What follows belongs to an exercise in optimizing a design on an open flow for a short achievable clock period and few clock cycles per item; a production flow would make more cautious choices.
In this exercise RTL edits were held to simulation tests only and were not proved equivalent to the original.
Power is estimated from default activity; no workload was simulated.

[flow/config.mk]
export PLATFORM = sky130hd
export DESIGN_NAME = stack_cpu
export DESIGN_NICKNAME = stack_cpu
export VERILOG_FILES = /design/flow/design.v
export SDC_FILE = /design/flow/constraint.sdc
export NUM_CORES = 4
export LEC_CHECK = 0
export CAP_MARGIN = 20
export CORE_MARGIN = 2
export CORE_UTILIZATION = 64
export PLACE_DENSITY = 0.72
export SETUP_SLACK_MARGIN = 2.4
export SLEW_MARGIN = 20
[flow/constraint.sdc]
create_clock -name core_clock -period 5.0 [get_ports {clk}]
set_input_delay 1.0000 -clock core_clock [delete_from_list [all_inputs] [get_ports {clk}]]
set_output_delay 1.0000 -clock core_clock [all_outputs]
set_load 0.01 [all_outputs]
[flow/run.sh]
#!/bin/bash
# synth_recipe.tcl (not shown) runs the flow's synth.tcl, then flattens the netlist and writes it again
# the make line also repeats each setting of config.mk as NAME=value (left out here)
make -C /OpenROAD-flow-scripts/flow DESIGN_CONFIG=/design/flow/config.mk WORK_HOME=/design/flow/orfs CLKGATE_MAP_FILE= SYNTH_SCRIPT=/design/flow/synth_recipe.tcl finish
[flow/design.v]
`timescale 1ns/1ps
package stack_cpu_pkg;
    parameter int data_len = 8;
    parameter int addr_len = 8;
    typedef logic [data_len-1:0] data_word_t;
    typedef logic [addr_len-1:0] mem_addr_t;
    typedef logic [3:0]          opcode_t;
    localparam opcode_t OP_PUSH  = 4'd0;
    localparam opcode_t OP_LOAD  = 4'd1;
    localparam opcode_t OP_STORE = 4'd2;
    localparam opcode_t OP_ADD = 4'd8;
    localparam opcode_t OP_SUB = 4'd9;
    localparam opcode_t OP_AND = 4'd10;
    localparam opcode_t OP_XOR = 4'd11;
    typedef enum logic [2:0] {
        XFER_IDLE,
        XFER_PUSH,
        XFER_POP,
        XFER_LOAD,
        XFER_WAIT,
        XFER_STORE
    } xfer_state_t;
    typedef enum logic [1:0] {
        ALU_IDLE,
        ALU_POP_B,
        ALU_POP_A,
        ALU_PUSH
    } alu_state_t;
endpackage
`timescale 1ns/1ps
module stack_memory #(
    parameter int DATA_LEN    = stack_cpu_pkg::data_len,
    parameter int STACK_DEPTH = 8
) (
    input  logic                      clk,
    input  logic                      rstn,
    input  logic                      push,       
    input  logic                      pop,        
    input  stack_cpu_pkg::data_word_t top,
    output stack_cpu_pkg::data_word_t second
);
    logic [DATA_LEN-1:0] s [1:STACK_DEPTH-1];
    assign second = s[1];
    always_ff @(posedge clk or negedge rstn) begin
        if (!rstn) begin
            for (int i = 1; i < STACK_DEPTH; i++) s[i] <= '0;
        end else if (push) begin
            s[1] <= top;
            for (int i = 2; i < STACK_DEPTH; i++) s[i] <= s[i-1];
        end else if (pop) begin
            for (int i = 1; i < STACK_DEPTH-1; i++) s[i] <= s[i+1];
            s[STACK_DEPTH-1] <= '0;
        end
    end
endmodule
`timescale 1ns/1ps
`timescale 1ns/1ps
module data_ram #(
    parameter int DATA_LEN = stack_cpu_pkg::data_len
) (
    input  logic                      clk,
    input  logic                      wr_en,
    input  stack_cpu_pkg::mem_addr_t  addr,
    input  stack_cpu_pkg::data_word_t wr_data,
    output stack_cpu_pkg::data_word_t rd_data,
    output logic                      rd_hit,
    output stack_cpu_pkg::data_word_t wb_word
);
    logic [DATA_LEN-1:0] lvl [9][256];    
    logic                wb_valid;
    logic [7:0]          wb_addr;
    logic [DATA_LEN-1:0] wb_data;
    logic [15:0]         wb_hi, wb_lo;    
    always_ff @(posedge clk) begin
        wb_valid <= wr_en;
        wb_addr  <= addr;
        wb_data  <= wr_data;
        wb_hi    <= wr_en ? (16'd1 << addr[7:4]) : 16'd0;
        wb_lo    <= wr_en ? (16'd1 << addr[3:0]) : 16'd0;
    end
    for (genvar w = 0; w < 256; w++) begin : g_word
        logic [DATA_LEN-1:0] q;
        always_ff @(posedge clk) begin
            if (wb_hi[w / 16] && wb_lo[w % 16]) begin
                q <= wb_data;
            end
        end
        assign lvl[0][w] = q;
    end
    for (genvar l = 0; l < 8; l++) begin : g_lvl
        for (genvar i = 0; i < (256 >> (l + 1)); i++) begin : g_mux
            assign lvl[l+1][i] = addr[l] ? lvl[l][2*i+1] : lvl[l][2*i];
        end
    end
    assign rd_data = lvl[8][0];
    assign rd_hit  = wb_valid && wb_addr == addr;
    assign wb_word = wb_data;
endmodule
`timescale 1ns/1ps
`timescale 1ns/1ps
module stack_alu_unit #(
    parameter int DATA_LEN = stack_cpu_pkg::data_len
) (
    input  logic [DATA_LEN-1:0] a,
    input  logic [DATA_LEN-1:0] b,
    input  logic [1:0]          op,
    output logic [DATA_LEN-1:0] r
);
    logic [DATA_LEN-1:0] sum, diff;
    stack_alu_adder #(.N(DATA_LEN)) u_add (.a(a), .b(b),  .cin(1'b0), .s(sum));
    stack_alu_adder #(.N(DATA_LEN)) u_sub (.a(a), .b(~b), .cin(1'b1), .s(diff));
    always_comb begin
        case (op)
            2'd0: r = sum;
            2'd1: r = diff;
            2'd2: r = a & b;
            default: r = a ^ b;
        endcase
    end
endmodule
module stack_alu_adder #(
    parameter int N = 8
) (
    input  logic [N-1:0] a,
    input  logic [N-1:0] b,
    input  logic         cin,
    output logic [N-1:0] s
);
    logic [N-1:0] p, g, gg, pp, gn, pn;
    always_comb begin
        p = a ^ b;
        g = a & b;
        gg = g;
        pp = p;
        gg[0] = g[0] | (p[0] & cin);
        for (int d = 1; d < N; d = d * 2) begin
            gn = gg;
            pn = pp;
            for (int i = d; i < N; i++) begin
                gn[i] = gg[i] | (pp[i] & gg[i-d]);
                pn[i] = pp[i] & pp[i-d];
            end
            gg = gn;
            pp = pn;
        end
        s[0] = p[0] ^ cin;
        for (int i = 1; i < N; i++) s[i] = p[i] ^ gg[i-1];
    end
endmodule
`timescale 1ns/1ps
module stack_cpu #(
    parameter int DATA_LEN    = stack_cpu_pkg::data_len,
    parameter int ADDR_LEN    = stack_cpu_pkg::addr_len,
    parameter int STACK_DEPTH = 8
) (
    input  logic                             clk,
    input  logic                             rstn,
    input  logic                             start,
    input  stack_cpu_pkg::opcode_t           opcode,
    input  stack_cpu_pkg::data_word_t        operand,
    output logic                             done,
    output stack_cpu_pkg::data_word_t        stack_top,
    output logic [$clog2(STACK_DEPTH+1)-1:0] stack_count,
    output logic                             fault
);
    localparam int CNT_W = $clog2(STACK_DEPTH + 1);
    logic is_push, is_load, is_store, is_alu;
    logic full, empty, lt2, full_q, empty_q, lt2_q;
    logic push_ok, load_ok, pop_op;
    logic [DATA_LEN-1:0] rest_q, top_n_q, ld_q, ld_n_q, alu_n_q;
    logic [DATA_LEN-1:0] top_i, top_d, second, rd_data, alu_r;
    logic [DATA_LEN-1:0] ld_d, alu_d, keep_d, wb_word;
    logic                rd_hit;
    logic [CNT_W-1:0]    count_q, count_n_q, count, count_d;
    assign done = start;
    assign is_push  = start && opcode == stack_cpu_pkg::OP_PUSH;
    assign is_load  = start && opcode == stack_cpu_pkg::OP_LOAD;
    assign is_store = start && opcode == stack_cpu_pkg::OP_STORE;
    assign is_alu   = start && opcode[3:2] == 2'b10;
    assign full  = full_q;
    assign empty = empty_q;
    assign lt2   = lt2_q;
    assign push_ok = (is_push || is_load) && !full;
    assign load_ok = is_load && !full;
    assign pop_op  = is_store || is_alu;
    assign stack_top   = ld_q | rest_q;
    assign stack_count = count_q;
    assign count       = ~count_n_q;
    always_comb begin
        count_d = count;
        if (push_ok) begin
            count_d = count + 1'b1;
        end else if (is_store) begin
            if (!empty) count_d = count - 1'b1;
        end else if (is_alu) begin
            if (!lt2) count_d = count - 1'b1;
            else      count_d = CNT_W'(1);
        end
    end
    assign top_i = ~(ld_n_q & alu_n_q & top_n_q);
    stack_alu_unit #(.DATA_LEN(DATA_LEN)) u_alu (
        .a(second), .b(top_i), .op(opcode[1:0]), .r(alu_r)
    );
    stack_memory #(.DATA_LEN(DATA_LEN), .STACK_DEPTH(STACK_DEPTH)) u_stack (
        .clk(clk), .rstn(rstn), .push(push_ok), .pop(pop_op),
        .top(top_i), .second(second)
    );
    data_ram #(.DATA_LEN(DATA_LEN)) u_ram (
        .clk(clk), .wr_en(is_store), .addr(operand), .wr_data(top_i),
        .rd_data(rd_data), .rd_hit(rd_hit), .wb_word(wb_word)
    );
    always_comb begin
        top_d = top_i;
        if (load_ok && rd_hit) begin
            top_d = wb_word;
        end else if (is_push && !full) begin
            top_d = operand;
        end else if (is_store) begin
            top_d = second;
        end
    end
    assign ld_d   = (load_ok && !rd_hit) ? rd_data : '0;
    assign alu_d  = is_alu ? alu_r : '0;
    assign keep_d = ((load_ok && !rd_hit) || is_alu) ? '0 : top_d;
    always_ff @(posedge clk or negedge rstn) begin
        if (!rstn) begin
            ld_n_q  <= '1;
            alu_n_q <= '1;
            top_n_q <= '1;
        end else begin
            ld_n_q  <= ~ld_d;
            alu_n_q <= ~alu_d;
            top_n_q <= ~keep_d;
        end
    end
    always_ff @(posedge clk or negedge rstn) begin
        if (!rstn) begin
            rest_q <= '0;
            ld_q   <= '0;
            count_q   <= '0;
            count_n_q <= '1;
            full_q    <= 1'b0;
            empty_q   <= 1'b1;
            lt2_q     <= 1'b1;
            fault  <= 1'b0;
        end else begin
            rest_q <= alu_d | keep_d;
            ld_q   <= ld_d;
            count_q   <= count_d;
            count_n_q <= ~count_d;
            full_q    <= count_d == CNT_W'(STACK_DEPTH);
            empty_q   <= count_d == '0;
            lt2_q     <= count_d < CNT_W'(2);
            if (((is_push || is_load) && full) || (is_store && empty) || (is_alu && lt2)) begin
                fault <= 1'b1;
            end
        end
    end
endmodule
==> results of run 1 <==
-- cells in the mapped netlist (5+ instances only) --
master,n
edfxtp_1,2048
mux4_2,510
xnor2_1,12
mux2_2,11
nor4_1,7
nand3_1,29
and2_1,260
buf_6,28
buf_4,26
nand2b_1,11
ha_1,18
a21oi_1,66
o22ai_1,20
nor2b_1,12
a22oi_1,113
nor3_1,36
buf_1,23
and3_1,5
nand4_1,10
dfxtp_1,49
a221oi_1,47
o211ai_1,22
a32oi_1,6
nor3b_1,5
dfstp_2,30
a31oi_1,10
inv_1,27
or3_1,10
dfrtp_1,78
a31o_1,5
o21ai_0,72
a22o_1,55
nand2_1,102
buf_2,47
mux2i_1,89
or2_2,10
or4_1,9
clkbuf_1,123
nor2_1,47
-- routing by layer --
metal  wire, um  GRT usage, %  share of wire [%]  vias to the layer above
li1           -             -                  -                    17805
met3      26380         8.364                 12                      487
met2     107500         50.80                 48                     2981
met5        100             0              0.045                        -
met4       7969         12.70                3.6                        8
met1      82010         46.94                 37                    23468
-- layout make-up --
class	instances	area, um2
multi-input cells	1668	20490
diodes	42	105.1
repair buffers	293	3607
clock inverters	110	927.1
flip-flops and latches	2205	65270
well taps	1768	2212
clock buffers	284	5799
fillers	7380	34780
inverters	28	106.4
-- flip-flops by register name (all words and copies together) (netlist names), 4 cells and up --
name	cells
ld_q	8
u_ram.wb_addr	8
count_q	4
u_ram.wb_hi	16
top_n_q	8
rest_q	8
count_n_q	4
ld_n_q	8
u_stack.s	56
u_ram.wb_lo	16
u_ram.wb_data	8
u_ram.g_word.q	2048
alu_n_q	8
-- where the power goes --
part	internal (mW)	leakage (nW)	switching (mW)	total [mW]
clock network	8.79	3.31	6.76	15.6
registers	22.2	20.4	0.638	22.8
logic	1.29	8.69	2.91	4.20
-- metrics by stage --
stage                     total power [mW]  utilization [%]  instance area, um2  setup WS (ns)  hold WS (ns)
after floorplan                      25.15                -               86460          1.807        0.4651
after global placement               26.76            66.70               88900       -0.02225        0.4819
after detailed placement             26.94            66.70               88900       -0.07937        0.4850
after CTS                            42.49            73.44               97890          2.188        0.3764
after global routing                 43.68            73.83               98410          2.179        0.2782
final                                42.58            73.91               98510          2.144        0.2328
-- worst reg2reg max path, stage by stage (launching register included) --
cell and delay [ns]:
dfstp_2 0.65, nand3_4 0.16, ha_4 0.19, fa_2 0.39, o21bai_1 0.20, a21oi_2 0.10, o21bai_1 0.20, a21oi_2 0.10
o311ai_1 0.34, o21ai_1 0.13
-- cells by family (layout without fill, tap and decap cells) --
logic type | count (synthesis) | in the layout | synth area share (%)
buf+inv | 278 | 715 | 1.692
simple gates | 567 | 570 | 3.658
xor+xnor | 13 | 13 | 0.1325
other cells | 0 | 42 | 0
flops | 2205 | 2205 | 75.90
fa+ha+maj | 20 | 20 | 0.3087
mux | 610 | 610 | 14.55
compound gates | 455 | 455 | 3.764
-- worst min path at each step --
| stage | from | to | slack, ns | cells past startpoint |
|---|---|---|---|---|
| 2_1_floorplan | u_stack.s[7][4] | u_stack.s[7][4] | 0.47 | 1 |
| 3_3_place_gp | u_stack.s[7][0] | u_stack.s[7][0] | 0.48 | 1 |
| 6_report | rstn | u_stack.s[3][1] | 0.23 | 1 |
| 3_5_place_dp | u_stack.s[7][6] | u_stack.s[7][6] | 0.48 | 1 |
| 4_1_cts | rstn | u_stack.s[3][1] | 0.38 | 1 |
| 5_1_grt | rstn | u_stack.s[3][1] | 0.28 | 1 |
-- what timing repair did --
action	in CTS	in global routing
pin swaps	41	32
setup buffers	50	23
cloned	23	0
endpoints found under the setup margin	106	40
resized for setup	279	59
hold buffers	0	0
==> impl_results.md, run 1 <==
* Area grow syn2layout at 14.64%
* Total CTS buffers at 210
* Post-Layout Cell Count at 6,398
* Startpoint Class: input pin
* Critical Path RT at 5.77 ns
* Synth Warn # at 7
* WP depth at 8
* CP Max Fanout at 22
* R2R cell count at 9
* Clock root buffer: clkbuf_16
* Period utilization at 57.12%
* Post-DR vias/cell at 6.994
* # H-tree levels at 4
* Routability cong. at 0.8796
* Vias in the first global route at 43,927
* Max Cap Viol at 0
* Row count at 134
* Final number of setup-violating endpoints at 0
* Area contributors post-synth: edfxtp_1 72%, mux4_2 13%, dfrtp_1 2.3%
* RSZ-0062 raised after global routing: yes
* Worst min-delay path class: in -> async
* Detail Route Antenna Nets at 0
* Critical Path Source: operand[3]
* DR pass1 iterations at 6
* Initial core utilization at 64.47%
* Status: timing/DRC/antenna clean
* Final setup skew at 0.04261 ns
* Register-to-register setup slack at 2.41 ns
* Mean Syn Cell Area at 20.72 um2
* Die W at 370.4 um
* Max Slew Vio Count at 0
* Mapped Area at 0.08593 mm2
* Slew headroom at 21.12%
* Layout cells sized above 1 at 28.99%
* Leakage power at 32.42 nW
* Peak supply drop at 0.4259 mV
* Core area at 0.1333 mm2
* Fin. Hold Viols at 0
* Top FF cell, synth: edfxtp_1
* Tot GR Track Use at 33.15%
* CTS tree: built
* Largest net degree at the start of global routing at 193
* Commonest non-fill, non-tap cell in the layout: edfxtp_1
* Most frequent cells in the layout: 2,048 x edfxtp_1, 510 x mux4_2, 259 x and2_1
* Number of library cell types mapped by synthesis at 71
* FMAX at 0.3502 GHz
* CP peak stage delay at 0.54 ns
* Global-route wire length before repair at 318,300 um
* Routed WL per cell at 35.00 um
* Via count at 44,749
* R2r startpoint: ld_n_q[0]
* Worst Setup End Kind: flop
* Synthesized instance count at 4,148
* Total Wirelength at 224,000 um
* Post-synth top area cell: edfxtp_1
* Clk buf depth at 3
* Nets at 4,441
* IO Count at 29
* CP arrival at 3.62 ns
* Setup CP Type: in -> reg
* Sum Neg Setup Slack at 0 ns
* Clk slew on worst S/H paths at 0.06 ns
* FF+latch count, synth at 2,205
* Clock sinks at 2,205
* Crit path to: ld_q[5]
* Worst skew pair latency at 0.84 ns
* Antenna violations before repair at 21
* Cell Chain, Critical Path: buf_6 > and2_4 > buf_4 > a22oi_1 > a21oi_1 > nor3_1 > a211oi_2 > a31o_1
* Power density cells at 432.2 mW/mm2
* Placed Cells at 5,865
* Buffers & Inverters on Critical Path at 2
* CP max-delay cell: and2_4
* Register area share after synthesis at 75.90%
* Post-synthesis async set-or-reset flop share at 4.898%
* Dpl hpwl at 128,000 um
* Crit Reg-Reg Endpoint: rest_q[6]
* Die ar. at 0.1372 mm2
* Drc violations at 0
* Die Ht at 370.4 um
* DR iter-0 viols at 6,521
* Total gr overflow at 0
* Top Family by Delay on Critical Path: compound AO/OA/AOI/OAI gates
* Area fraction of the dominant cell type after synthesis at 71.57%
* Tmin final at 2.856 ns
* Slew of the pin with the lowest slew margin at 1.183 ns
* IO buf count at 28
* Syn_nets at 4,183
* Number of flops mapped to enable cells by yosys at 2,048
Testbench counts, summed over its fixed seeds: cycles 16,008, instrs 16,000.
==> run 2: changes to the inputs <==
--- a/flow/design.v
+++ b/flow/design.v
@@ -58,12 +58,15 @@
 module data_ram #(
-    parameter int DATA_LEN = stack_cpu_pkg::data_len
-) (
-    input  logic                      clk,
-    input  logic                      wr_en,
-    input  stack_cpu_pkg::mem_addr_t  addr,
-    input  stack_cpu_pkg::data_word_t wr_data,
-    output stack_cpu_pkg::data_word_t rd_data,
-    output logic                      rd_hit,
-    output stack_cpu_pkg::data_word_t wb_word
-);
+    parameter int DATA_LEN = stack_cpu_pkg::data_len,
+    parameter int HB       = 1
+) (
+    input  logic                        clk,
+    input  logic                        wr_en,
+    input  stack_cpu_pkg::mem_addr_t    addr,
+    input  stack_cpu_pkg::data_word_t   wr_data,
+    output logic [(2**HB)*DATA_LEN-1:0] rd_part,
+    output logic                        rd_hit,
+    output stack_cpu_pkg::data_word_t   wb_word
+);
+    localparam int NB = 2 ** HB;
+    localparam int LO = 8 - HB;
     logic [DATA_LEN-1:0] lvl [9][256];    
@@ -89,3 +92,3 @@
     end
-    for (genvar l = 0; l < 8; l++) begin : g_lvl
+    for (genvar l = 0; l < LO; l++) begin : g_lvl
         for (genvar i = 0; i < (256 >> (l + 1)); i++) begin : g_mux
@@ -94,5 +97,7 @@
     end
-    assign rd_data = lvl[8][0];
     assign rd_hit  = wb_valid && wb_addr == addr;
     assign wb_word = wb_data;
+    for (genvar b = 0; b < NB; b++) begin : g_bank
+        assign rd_part[b*DATA_LEN +: DATA_LEN] = lvl[LO][b];
+    end
 endmodule
@@ -166,2 +171,4 @@
     localparam int CNT_W = $clog2(STACK_DEPTH + 1);
+    localparam int HB = 1;
+    localparam int NB = 2 ** HB;
     logic is_push, is_load, is_store, is_alu;
@@ -169,5 +176,10 @@
     logic push_ok, load_ok, pop_op;
-    logic [DATA_LEN-1:0] rest_q, top_n_q, ld_q, ld_n_q, alu_n_q;
-    logic [DATA_LEN-1:0] top_i, top_d, second, rd_data, alu_r;
-    logic [DATA_LEN-1:0] ld_d, alu_d, keep_d, wb_word;
+    logic [DATA_LEN-1:0] rest_q, top_n_q, alu_n_q;
+    logic [DATA_LEN-1:0] ld_q [NB];
+    logic [DATA_LEN-1:0] ld_n_q [NB];
+    logic [DATA_LEN-1:0] ld_d [NB];
+    logic [DATA_LEN-1:0] ld_or, ld_n_and;
+    logic [DATA_LEN-1:0] top_i, top_d, second, alu_r;
+    logic [DATA_LEN-1:0] alu_d, keep_d, wb_word;
+    logic [NB*DATA_LEN-1:0] rd_part;
     logic                rd_hit;
@@ -185,3 +197,11 @@
     assign pop_op  = is_store || is_alu;
-    assign stack_top   = ld_q | rest_q;
+    always_comb begin
+        ld_or    = '0;
+        ld_n_and = '1;
+        for (int b = 0; b < NB; b++) begin
+            ld_or    = ld_or | ld_q[b];
+            ld_n_and = ld_n_and & ld_n_q[b];
+        end
+    end
+    assign stack_top   = ld_or | rest_q;
     assign stack_count = count_q;
@@ -199,3 +219,3 @@
     end
-    assign top_i = ~(ld_n_q & alu_n_q & top_n_q);
+    assign top_i = ~(ld_n_and & alu_n_q & top_n_q);
     stack_alu_unit #(.DATA_LEN(DATA_LEN)) u_alu (
@@ -207,5 +227,5 @@
     );
-    data_ram #(.DATA_LEN(DATA_LEN)) u_ram (
+    data_ram #(.DATA_LEN(DATA_LEN), .HB(HB)) u_ram (
         .clk(clk), .wr_en(is_store), .addr(operand), .wr_data(top_i),
-        .rd_data(rd_data), .rd_hit(rd_hit), .wb_word(wb_word)
+        .rd_part(rd_part), .rd_hit(rd_hit), .wb_word(wb_word)
     );
@@ -221,3 +241,15 @@
     end
-    assign ld_d   = (load_ok && !rd_hit) ? rd_data : '0;
+    for (genvar b = 0; b < NB; b++) begin : g_ld
+        assign ld_d[b] = (load_ok && !rd_hit && operand[ADDR_LEN-1:ADDR_LEN-HB] == HB'(b)) ?
+                         rd_part[b*DATA_LEN +: DATA_LEN] : '0;
+        always_ff @(posedge clk or negedge rstn) begin
+            if (!rstn) begin
+                ld_q[b]   <= '0;
+                ld_n_q[b] <= '1;
+            end else begin
+                ld_q[b]   <= ld_d[b];
+                ld_n_q[b] <= ~ld_d[b];
+            end
+        end
+    end
     assign alu_d  = is_alu ? alu_r : '0;
@@ -226,3 +258,2 @@
         if (!rstn) begin
-            ld_n_q  <= '1;
             alu_n_q <= '1;
@@ -230,3 +261,2 @@
         end else begin
-            ld_n_q  <= ~ld_d;
             alu_n_q <= ~alu_d;
@@ -238,3 +268,2 @@
             rest_q <= '0;
-            ld_q   <= '0;
             count_q   <= '0;
@@ -247,3 +276,2 @@
             rest_q <= alu_d | keep_d;
-            ld_q   <= ld_d;
             count_q   <= count_d;
--- a/flow/config.mk
+++ b/flow/config.mk
@@ -9,4 +9,4 @@
 export CORE_MARGIN = 2
-export CORE_UTILIZATION = 64
-export PLACE_DENSITY = 0.72
+export CORE_UTILIZATION = 60
+export PLACE_DENSITY = 0.7
 export SETUP_SLACK_MARGIN = 2.4
==> impl_results.md, run 2 <==
* Total CTS buffers at 209
* Fin. Hold Viols at 0
* Critical Path Source: ld_q[0][2]
* Slew headroom at 17.58%
* Startpoint Class: flop
* Final setup skew at 0.03443 ns
* Post-synthesis async set-or-reset flop share at 5.583%
* Via count at 45,065
* Mapped Area at 0.08657 mm2
* R2R cell count at 10
* Dpl hpwl at 124,400 um
* Routed WL per cell at 33.27 um
* Final number of setup-violating endpoints at 0
* Antenna violations before repair at 21
* Fill count at 8,604
* List of most frequent post-synthesis cells: 2,048 x edfxtp_1, 508 x mux4_2, 258 x and2_1
* Vias in the first global route at 42,948
* Most frequent cells in the layout: 2,048 x edfxtp_1, 514 x mux4_2, 257 x and2_1
* Die ar. at 0.1473 mm2
* DR pass1 iterations at 5
* Tot GR Track Use at 29.93%
* Post-DR vias/cell at 6.778
* Placed Cells at 5,999
* Syn_nets at 4,238
* Post-Layout Cell Count at 6,649
* Core area at 0.1435 mm2
* Clk slew on worst S/H paths at 0.06 ns
* Initial core utilization at 60.34%
* Worst Setup End Kind: output pin
* Clk buf depth at 3
* Setup CP Type: reg -> out
* CTS tree: built
* Number of library cell types mapped by synthesis at 69
* Tmin final at 2.880 ns
* Leakage power at 32.73 nW
* Most common cell in the netlist: edfxtp_1
* Row count at 139
* Register area share after synthesis at 75.81%
* Worst skew pair latency at 0.84 ns
* Top flop regs: u_ram.g_word.q: 2048 flops, u_stack.s: 56 flops
* Die W at 383.9 um
* Largest net degree at the start of global routing at 213
* Area grow syn2layout at 15.92%
* Slew of the pin with the lowest slew margin at 1.236 ns
* # H-tree levels at 4
* Detail Route Antenna Nets at 0
* Synthesized instance count at 4,203
* Max Slew Vio Count at 0
* Max reg flops at 2,048
* Routability cong. at 0.8728
* Worst min-delay path class: in -> async
* Reg with most FFs: u_ram.g_word.q
* Area fraction of the dominant cell type after synthesis at 71.04%
* Commonest non-fill, non-tap cell in the layout: edfxtp_1
* Post-synth top area cell: edfxtp_1
* R2r startpoint: ld_n_q[0][0]
* Peak supply drop at 0.3623 mV
* Crit Reg-Reg Endpoint: alu_n_q[6]
* Layout cells sized above 1 at 31.17%
* Clock root buffer: clkbuf_16
* Top FF cell, synth: edfxtp_1
* Nets at 4,566
* Drc violations at 0
* Period utilization at 57.60%
* Power density cells at 414.7 mW/mm2
* RSZ-0062 raised after global routing: yes
* Synth Warn # at 10
* Total gr overflow at 0
* Status: timing/DRC/antenna clean
* Critical Path RT at 4.00 ns
* DR iter-0 viols at 6,274
* Register-to-register setup slack at 2.38 ns
* Area contributors post-synth: edfxtp_1 71%, mux4_2 13%, dfrtp_1 2.5%
* Final Util at 69.95%
* Die Ht at 383.9 um
* CP Max Fanout at 1
* Global-route wire length before repair at 312,300 um
* Total Wirelength at 221,200 um
* IO buf count at 28
* CP arrival at 1.88 ns
* Max Cap Viol at 0
* Clock sinks at 2,221
* FF+latch count, synth at 2,221
* FMAX at 0.3472 GHz
* Mean Syn Cell Area at 20.60 um2
* IO Count at 29
* Sum Neg Setup Slack at 0 ns
* Number of flops mapped to enable cells by yosys at 2,048
[run 2: changes by cell type after synthesis, sizes merged, moves of 13 or more]
cell	previous run	this run
a22oi	113	127
a21oi	66	79
nor2	47	28
a221oi	51	34
or3	10	23
a22o	55	32
nor3	36	65
[run 2: stage by stage]
stage	area, um2	hold WS (ns)	power (mW)	setup WS [ns]
floorplan	87290	0.4652	24.38	2.003
global placement	89440	0.4826	25.76	0.7084
detailed placement	89440	0.4813	25.88	0.7246
CTS	98040	0.3190	41.46	2.082
global route	100300	0.3765	42.73	2.115
finish	100400	0.3233	41.62	2.120
[run 2: worst max-delay path by stage]
stage                         endpoint  slack [ns]
after floorplan             ld_q[0][1]        2.00
after global placement    ld_n_q[0][4]        0.71
after detailed placement    ld_q[0][1]        0.72
after CTS                 stack_top[2]        2.08
after global routing      stack_top[2]        2.11
final                     stack_top[2]        2.12
[run 2: layout make-up]
type                       count  area [um2]  area share [%]
multi-input combinational   1696       20840           20.77
inverter                      29       117.6          0.1172
antenna                       33       82.58         0.08228
clock inverter               114        1007           1.004
clock buffer                 279        5749           5.729
timing repair buffer         374        4493           4.477
tap                         1903        2381           2.373
sequential                  2221       65690           65.45
[run 2: worst max-delay path: stages (launching register included)]
cell	delay (ns)
dfrtp_1	0.45
or3_4	0.45
buf_6	0.14
[run 2: timing repair]
| action | in CTS | in global routing |
|---|---|---|
| hold buffers | 0 | 0 |
| gates cloned | 14 | 13 |
| setup buffers | 65 | 131 |
| pin swaps | 24 | 72 |
| setup endpoints to repair | 129 | 50 |
| gates resized for setup | 221 | 182 |
[run 2: kinds of logic after synthesis]
kind of cell / count (synthesis) / synth area share [%]
adder cells (fa/ha/maj): 20 / 0.3064
XOR/XNOR: 14 / 0.1416
flip-flops: 2221 / 75.81
buffers and inverters: 288 / 1.614
AND/OR/NAND/NOR: 587 / 3.772
AO/OA/AOI/OAI: 441 / 3.480
multiplexers: 632 / 14.88
[run 2: layer usage]
layer  part of all wire (%)  up-vias  wire, um  GRT usage, %
met1                     39    23736     85370         43.94
met3                     11      449     23350         6.629
met2                     47     2720    104500         45.05
met5                  0.042        -        94             0
met4                    3.6       14      7876         10.86
li1                       -    18146         -             -
[run 2: where the power goes]
group / internal (mW) / switching (mW) / total, mW
Combinational: 1.25 / 2.52 / 3.77
Clock: 8.84 / 6.76 / 15.6
Sequential: 21.8 / 0.453 / 22.3
Total: 31.9 / 9.73 / 41.6
Testbench counts of run 2, summed over its fixed seeds: cycles 16,008, instrs 16,000.
==> run 3: changes to the inputs <==
--- a/flow/config.mk
+++ b/flow/config.mk
@@ -9,4 +9,4 @@
 export CORE_MARGIN = 2
-export CORE_UTILIZATION = 60
-export PLACE_DENSITY = 0.7
+export CORE_UTILIZATION = 64
+export PLACE_DENSITY = 0.72
 export SETUP_SLACK_MARGIN = 2.4
==> impl_results.md, run 3 <==
* Most frequent cells in the layout: 2,048 x edfxtp_1, 512 x mux4_2, 257 x and2_1
* List of most frequent post-synthesis cells: 2,048 x edfxtp_1, 508 x mux4_2, 258 x and2_1
* Switching Fraction at 23.22%
* Setup WS pre-CTS at 0.7878 ns
* FF+latch area at 0.06567 mm2
* Layout cells sized above 1 at 30.18%
* Status: timing/DRC/antenna clean
* Setup ws final at 2.140 ns
* Clk slew on worst S/H paths at 0.07 ns
* Critical Path RT at 4.00 ns
* Die Ht at 371.8 um
* IO buf count at 28
* Final number of setup-violating endpoints at 0
* Total gr overflow at 0
* Mapped Area at 0.08657 mm2
* Sequential share of power at 52.4%
* R2r startpoint: ld_n_q[0][0]
* Tmin final at 2.860 ns
* Worst Setup End Kind: output pin
* Dpl hpwl at 127,800 um
* Worst min-delay path class: in -> async
* Post-synth top area cell: edfxtp_1
* Finished layout cell area at 0.1001 mm2
* Syn_nets at 4,238
* Initial core utilization at 64.71%
* Most common cell in the netlist: edfxtp_1
* Fin. Hold Viols at 0
* Crit Reg-Reg Endpoint: rest_q[6]
* Post-synthesis async set-or-reset flop share at 5.583%
* Routed WL per cell at 35.76 um
* Placed Instance Area at 0.08935 mm2
* Peak supply drop at 0.3594 mV
* Leakage power at 32.73 nW
* Largest net degree at the start of global routing at 258
* CTS tree: built
* DR pass1 iterations at 6
* Detail Route Antenna Nets at 0
* Startpoint Class: flop
* Critical Path Source: ld_q[0][5]
* Top flop regs: u_ram.g_word.q: 2048 flops, u_stack.s: 56 flops
* Drc violations at 0
* DR iter-0 viols at 6,677
* Post-DR vias/cell at 7.043
* Core area at 0.1338 mm2
* Multi-input logic area at 0.02072 mm2
* # H-tree levels at 4
* Crit path to: stack_top[5]
* Global-route wire length before repair at 320,900 um
* Slew headroom at 23.79%
* Reg with most FFs: u_ram.g_word.q
* R2R cell count at 11
* Worst skew pair latency at 0.84 ns
* FF+latch count, synth at 2,221
* Total Wirelength at 231,200 um
* Routability cong. at 0.8636
* Area grow syn2layout at 15.64%
* Pint at 32.51 mW
* Synthesized instance count at 4,203
* Die ar. at 0.1382 mm2
* Clock sinks at 2,221
* Final setup skew at 0.03741 ns
* Vias in the first global route at 43,931
* Nets at 4,530
* Sum Neg Setup Slack at 0 ns
* Number of library cell types mapped by synthesis at 69
* Register-to-register setup slack at 2.21 ns
* RSZ-0062 raised after global routing: yes
* Mean Syn Cell Area at 20.60 um2
* Total CTS buffers at 208
* Number of flops mapped to enable cells by yosys at 2,048
* CP Max Fanout at 1
* Max Slew Vio Count at 0
* Tot GR Track Use at 33.16%
* Setup CP Type: reg -> out
* CP arrival at 1.86 ns
* Post-CTS Hold Buffers at 0
* Power density cells at 422.9 mW/mm2
* Max reg flops at 2,048
* Area fraction of the dominant cell type after synthesis at 71.04%
* IO Count at 29
* Power share of the combinational group at 9.1%
* Antenna violations before repair at 15
* FMAX at 0.3497 GHz
* Register area share after synthesis at 75.81%
* NetSw at 9.831 mW
* Synth Warn # at 10
* Area contributors post-synth: edfxtp_1 71%, mux4_2 13%, dfrtp_1 2.5%
* Die W at 371.8 um
* Slew of the pin with the lowest slew margin at 1.142 ns
* Tot Pwr at 42.34 mW
* Max Cap Viol at 0
* Clk buf depth at 3
* Period utilization at 57.19%
* Clock network power share at 38.5%
* Fill count at 7,195
* Commonest non-fill, non-tap cell in the layout: edfxtp_1
* Via count at 45,544
* Top FF cell, synth: edfxtp_1
* Row count at 134
* Clock root buffer: clkbuf_16
run 3: cell count changes in the layout (fill, tap and decap cells not counted), sizes merged, moves of 3 or more:
cell,delta
buf,-34
clkbuf,-17
bufinv,+13
clkinv,-6
clkinvlp,-3
diode,-3
inv,+3
run 3: layer usage:
| layer | part of all wire [%] | GRT usage, % | vias up |
|---|---|---|---|
| met4 | 4.9 | 14.99 | 4 |
| met1 | 36 | 47.00 | 23869 |
| met2 | 48 | 50.66 | 3112 |
| li1 | - | - | 18029 |
| met5 | 0.014 | 0 | - |
| met3 | 11 | 7.132 | 530 |
run 3: power groups by stage:
stage,sequential [mW],combinational (mW),clock [mW]
finish,22.2,3.86,16.3
global route,22.2,4.06,17.1
CTS,22.2,3.48,16.3
detailed placement,22.6,3.23,0
global placement,22.6,3.14,0
floorplan,23.1,1.32,0
run 3: worst min path at each step:
stage,end,slack (ns),cells past startpoint
finish,u_stack.s[7][7],0.21,1
global route,u_stack.s[7][7],0.24,1
CTS,u_stack.s[5][3],0.19,1
detailed placement,u_stack.s[7][1],0.49,1
global placement,u_stack.s[7][7],0.48,1
floorplan,u_stack.s[7][0],0.47,1
run 3: kinds of logic after synthesis:
group	after synthesis	synth area share, %
xor gates and xnor gates	14	0.1416
DFF	2221	75.81
AOI/OAI and AO/OA	441	3.480
muxes	632	14.88
and+or+nand+nor	587	3.772
adders and majority gates	20	0.3064
buffers and inverters	288	1.614
run 3: worst max-delay path, cell delays in order (launching register included):
cell and delay (ns):
dfrtp_1 0.45, or3_4 0.43, buf_6 0.14
run 3: final cells by class:
cell class | instances | area share [%]
clock inverter | 121 | 1.375
sequential | 2221 | 65.60
tap | 1768 | 2.210
antenna | 30 | 0.07499
clock buffer | 263 | 5.665
multi-input combinational | 1696 | 20.70
inverter | 29 | 0.1137
timing repair buffer | 339 | 4.270
run 3: timing repair:
action                                  4_1_cts  5_1_grt
endpoints found under the setup margin       72      100
setup buffers                                37      112
pin swaps                                    31       69
cloned                                       19       10
resized for setup                           196      170
run 3: per-stage QoR:
step           util (%)  std cells  hold slack [ns]
2_1_floorplan         -       4203           0.4652
3_3_place_gp      66.78       5873           0.4812
3_5_place_dp      66.78       5873           0.4890
4_1_cts           73.23       6313           0.1861
5_1_grt           74.78       6441           0.2440
6_report          74.83       6467           0.2105
==> run 4: changes to the inputs <==
--- a/flow/design.v
+++ b/flow/design.v
@@ -65,5 +65,3 @@
     input  stack_cpu_pkg::data_word_t   wr_data,
-    output logic [(2**HB)*DATA_LEN-1:0] rd_part,
-    output logic                        rd_hit,
-    output stack_cpu_pkg::data_word_t   wb_word
+    output logic [(2**HB)*DATA_LEN-1:0] rd_part
 );
@@ -97,6 +95,7 @@
     end
-    assign rd_hit  = wb_valid && wb_addr == addr;
-    assign wb_word = wb_data;
+    logic lo_hit;
+    assign lo_hit = wb_valid && wb_addr[LO-1:0] == addr[LO-1:0];
     for (genvar b = 0; b < NB; b++) begin : g_bank
-        assign rd_part[b*DATA_LEN +: DATA_LEN] = lvl[LO][b];
+        assign rd_part[b*DATA_LEN +: DATA_LEN] =
+            (lo_hit && wb_addr[7:LO] == HB'(b)) ? wb_data : lvl[LO][b];
     end
@@ -174,5 +173,5 @@
     logic is_push, is_load, is_store, is_alu;
-    logic full, empty, lt2, full_q, empty_q, lt2_q;
+    logic full, empty, lt2;
     logic push_ok, load_ok, pop_op;
-    logic [DATA_LEN-1:0] rest_q, top_n_q, alu_n_q;
+    logic [DATA_LEN-1:0] top_q, top_n_q, alu_q, alu_n_q;
     logic [DATA_LEN-1:0] ld_q [NB];
@@ -182,5 +181,4 @@
     logic [DATA_LEN-1:0] top_i, top_d, second, alu_r;
-    logic [DATA_LEN-1:0] alu_d, keep_d, wb_word;
+    logic [DATA_LEN-1:0] alu_d, keep_d;
     logic [NB*DATA_LEN-1:0] rd_part;
-    logic                rd_hit;
     logic [CNT_W-1:0]    count_q, count_n_q, count, count_d;
@@ -191,5 +189,5 @@
     assign is_alu   = start && opcode[3:2] == 2'b10;
-    assign full  = full_q;
-    assign empty = empty_q;
-    assign lt2   = lt2_q;
+    assign full  = (count == CNT_W'(STACK_DEPTH));
+    assign empty = (count == '0);
+    assign lt2   = (count < CNT_W'(2));
     assign push_ok = (is_push || is_load) && !full;
@@ -205,3 +203,3 @@
     end
-    assign stack_top   = ld_or | rest_q;
+    assign stack_top   = ld_or | alu_q | top_q;
     assign stack_count = count_q;
@@ -229,3 +227,3 @@
         .clk(clk), .wr_en(is_store), .addr(operand), .wr_data(top_i),
-        .rd_part(rd_part), .rd_hit(rd_hit), .wb_word(wb_word)
+        .rd_part(rd_part)
     );
@@ -233,5 +231,3 @@
         top_d = top_i;
-        if (load_ok && rd_hit) begin
-            top_d = wb_word;
-        end else if (is_push && !full) begin
+        if (is_push && !full) begin
             top_d = operand;
@@ -242,3 +238,3 @@
     for (genvar b = 0; b < NB; b++) begin : g_ld
-        assign ld_d[b] = (load_ok && !rd_hit && operand[ADDR_LEN-1:ADDR_LEN-HB] == HB'(b)) ?
+        assign ld_d[b] = (load_ok && operand[ADDR_LEN-1:ADDR_LEN-HB] == HB'(b)) ?
                          rd_part[b*DATA_LEN +: DATA_LEN] : '0;
@@ -255,3 +251,3 @@
     assign alu_d  = is_alu ? alu_r : '0;
-    assign keep_d = ((load_ok && !rd_hit) || is_alu) ? '0 : top_d;
+    assign keep_d = (load_ok || is_alu) ? '0 : top_d;
     always_ff @(posedge clk or negedge rstn) begin
@@ -267,16 +263,12 @@
         if (!rstn) begin
-            rest_q <= '0;
+            top_q  <= '0;
+            alu_q  <= '0;
             count_q   <= '0;
             count_n_q <= '1;
-            full_q    <= 1'b0;
-            empty_q   <= 1'b1;
-            lt2_q     <= 1'b1;
             fault  <= 1'b0;
         end else begin
-            rest_q <= alu_d | keep_d;
+            top_q  <= keep_d;
+            alu_q  <= alu_d;
             count_q   <= count_d;
             count_n_q <= ~count_d;
-            full_q    <= count_d == CNT_W'(STACK_DEPTH);
-            empty_q   <= count_d == '0;
-            lt2_q     <= count_d < CNT_W'(2);
             if (((is_push || is_load) && full) || (is_store && empty) || (is_alu && lt2)) begin
--- a/flow/config.mk
+++ b/flow/config.mk
@@ -9,4 +9,4 @@
 export CORE_MARGIN = 2
-export CORE_UTILIZATION = 64
-export PLACE_DENSITY = 0.72
+export CORE_UTILIZATION = 60
+export PLACE_DENSITY = 0.7
 export SETUP_SLACK_MARGIN = 2.4
==> impl_results.md, run 4 <==
* Status: timing/DRC/antenna clean
* Initial core utilization at 60.62%
* Routability cong. at 0.8855
* Die Ht at 385.4 um
* Layout cells sized above 1 at 29.44%
* Total gr overflow at 0
* Routed WL per cell at 34.82 um
* Clk buf depth at 3
* IO Count at 29
* Top flop regs: u_ram.g_word.q: 2048 flops, u_stack.s: 56 flops
* Max Cap Viol at 0
* Post-CTS Hold Buffers at 0
* Cell Chain, Critical Path: or4_4 > buf_6
* Final number of setup-violating endpoints at 0
* Global-route wire length before repair at 327,800 um
* Clock root buffer: clkbuf_16
* Mean Syn Cell Area at 20.39 um2
* Nets at 4,616
* Final setup skew at 0.03606 ns
* Top Family by Delay on Critical Path: simple AND/OR/NAND/NOR gates
* FF+latch count, synth at 2,226
* CP arrival at 1.95 ns
* Worst Setup End Kind: output pin
* Reg with most FFs: u_ram.g_word.q
* CP peak stage delay at 0.48 ns
* Slew headroom at 25.51%
* Tmin final at 2.948 ns
* Die W at 385.4 um
* Worst skew pair latency at 0.84 ns
* Register area share after synthesis at 75.33%
* Slew of the pin with the lowest slew margin at 1.116 ns
* Buffers & Inverters on Critical Path at 1
* Sum Neg Setup Slack at 0 ns
* Largest net degree at the start of global routing at 174
* Clock sinks at 2,226
* Placed Instance Area at 0.09016 mm2
* Number of flops mapped to enable cells by yosys at 2,048
* RSZ-0062 raised after global routing: yes
* Vias in the first global route at 44,181
* Post-Layout Cell Count at 6,708
* # H-tree levels at 4
* Commonest non-fill, non-tap cell in the layout: edfxtp_1
* Post-DR vias/cell at 6.844
* FMAX at 0.3392 GHz
* Row count at 139
* Dpl hpwl at 136,700 um
* Drc violations at 0
* DR iter-0 viols at 6,244
* Core area at 0.1440 mm2
* Setup CP Type: reg -> out
* Synthesized instance count at 4,282
* List of most frequent post-synthesis cells: 2,048 x edfxtp_1, 533 x mux4_2, 265 x and2_1
* Via count at 45,911
* Total Wirelength at 233,600 um
* Max Slew Vio Count at 0
* Period utilization at 58.97%
* Area contributors post-synth: edfxtp_1 70%, mux4_2 14%, dfrtp_1 2.7%
* Startpoint Class: flop
* Placed Cells at 6,123
* Synth Warn # at 10
* Tot Pwr at 44.55 mW
* Top FF cell, synth: edfxtp_1
* Power density cells at 444.7 mW/mm2
* Number of library cell types mapped by synthesis at 85
* Mapped Area at 0.08729 mm2
* Register-to-register setup slack at 2.36 ns
* Die ar. at 0.1486 mm2
* Antenna violations before repair at 23
* Post-synthesis async set-or-reset flop share at 5.795%
* Finished layout cell area at 0.1002 mm2
* Detail Route Antenna Nets at 0
* Area fraction of the dominant cell type after synthesis at 70.45%
* WP depth at 2
* Total CTS buffers at 214
* Max reg flops at 2,048
* R2R cell count at 9
* DR pass1 iterations at 6
* Syn_nets at 4,317
* Critical Path RT at 4.00 ns
* Tot GR Track Use at 31.60%
* Most frequent cells in the layout: 2,048 x edfxtp_1, 538 x mux4_2, 264 x and2_1
* Fin. Hold Viols at 0
* CTS tree: built
* CP Max Fanout at 1
* Worst min-delay path class: in -> async
* Area grow syn2layout at 14.77%
* IO buf count at 28
* Most common cell in the netlist: edfxtp_1
* CP max-delay cell: or4_4
* Peak supply drop at 0.6168 mV
* Post-synth top area cell: edfxtp_1
* Fill count at 8,741
* Clk slew on worst S/H paths at 0.07 ns
* Leakage power at 33.10 nW
-- run 4: layout make-up --
cell class / count / area (um2) / share of cell area [%]
Sequential cell: 2226 / 65790 / 65.67
Multi-Input combinational cell: 1763 / 20940 / 20.90
Clock buffer: 270 / 5761 / 5.750
Timing Repair Buffer: 330 / 4081 / 4.074
Tap cell: 1903 / 2381 / 2.377
Clock inverter: 131 / 928.4 / 0.9267
Inverter: 44 / 188.9 / 0.1886
Antenna cell: 39 / 97.59 / 0.09741
Timing Repair inverter: 2 / 17.52 / 0.01748
-- run 4: power by group --
group / internal [mW] / switching [mW] / total (mW)
registers: 23.0 / 0.972 / 24.0
clock network: 8.64 / 6.84 / 15.5
logic: 1.59 / 3.51 / 5.10
total: 33.2 / 11.3 / 44.5
-- run 4: cell families after synthesis --
family,synth area share (%)
AND/OR/NAND/NOR,4.250
buffers and inverters,1.826
XOR/XNOR,0.1304
AO/OA/AOI/OAI,2.877
flip-flops,75.33
multiplexers,15.29
adder cells (fa/ha/maj),0.3039
-- run 4: per-stage QoR --
stage	util (%)	hold slack [ns]	worst slack, ns
after detailed placement	62.61	0.4811	0.6766
final	69.57	0.2909	2.052
after global routing	69.51	0.3567	2.034
after CTS	68.63	0.2930	1.992
after global placement	62.61	0.4854	0.7250
after floorplan	-	0.4659	1.871
-- run 4: repair_timing --
action | in CTS | in global routing
cloned | 25 | 7
buffers inserted | 55 | 58
resized for setup | 235 | 129
endpoints found under the setup margin | 141 | 92
pin swaps | 34 | 75
-- run 4: layer usage --
layer	global-route usage, %	vias up	part of all wire (%)
met3	8.435	516	12
met1	45.51	24051	38
met2	46.85	3151	46
met5	0	-	0.022
met4	12.64	6	3.9
li1	-	18187	-
-- run 4: path summary, 6_finish.rpt --
path	to	start
hold / removal	alu_q[1]	rstn
hold reg to reg	u_stack.s[7][3]	u_stack.s[7][3]
max in group asynchronous	top_n_q[3]	rstn
setup reg to reg	alu_q[7]	ld_n_q[0][1]
setup / recovery	stack_top[6]	ld_q[0][6]
min in group core_clock	u_stack.s[7][3]	u_stack.s[7][3]
Testbench counts of run 4, summed over its fixed seeds: cycles 16,008, instrs 16,000.

[port drivers added, routing unchanged]
How much do the figures lean on ideal ports? The routed layouts below were timed once more, with nothing changed but the port constraints. Step 1 sets driving cells, clkbuf_16 on the clock port and buf_2 on the other inputs (assumed; they add their load-dependent delay and slew). Step 2 moves the port delays by t, midway between the first and last clock arrival at a register: inputs arrive t later, outputs are due t later. That takes back most of the time a late clock gives input paths. Slacks: no drivers / after step 1 / after step 2; pairs: no drivers / after step 1.
| run | shift t [ns] | setup WS [ns] | worst setup path at the end | worst register clock-pin slew, ns | worst slew at a driven data input, ns |
|---|---|---|---|---|---|
| run 1 | 0.905 | 2.144 / 1.783 / 0.879 | input to register | 0.07 / 0.07 | 0.58 |
| run 2 | 0.905 | 2.120 / 2.036 / 1.261 | input to register | 0.07 / 0.07 | 0.28 |
| run 3 | 0.910 | 2.140 / 2.057 / 1.254 | input to register | 0.07 / 0.07 | 0.17 |
| run 4 | 0.912 | 2.052 / 1.914 / 1.002 | input to register | 0.07 / 0.07 | 0.43 |
After both steps setup and hold are still met in every run listed. For run 1, which loses most, drivers alone change the setup slack by -0.361 ns; drivers and shift together by -1.265 ns.
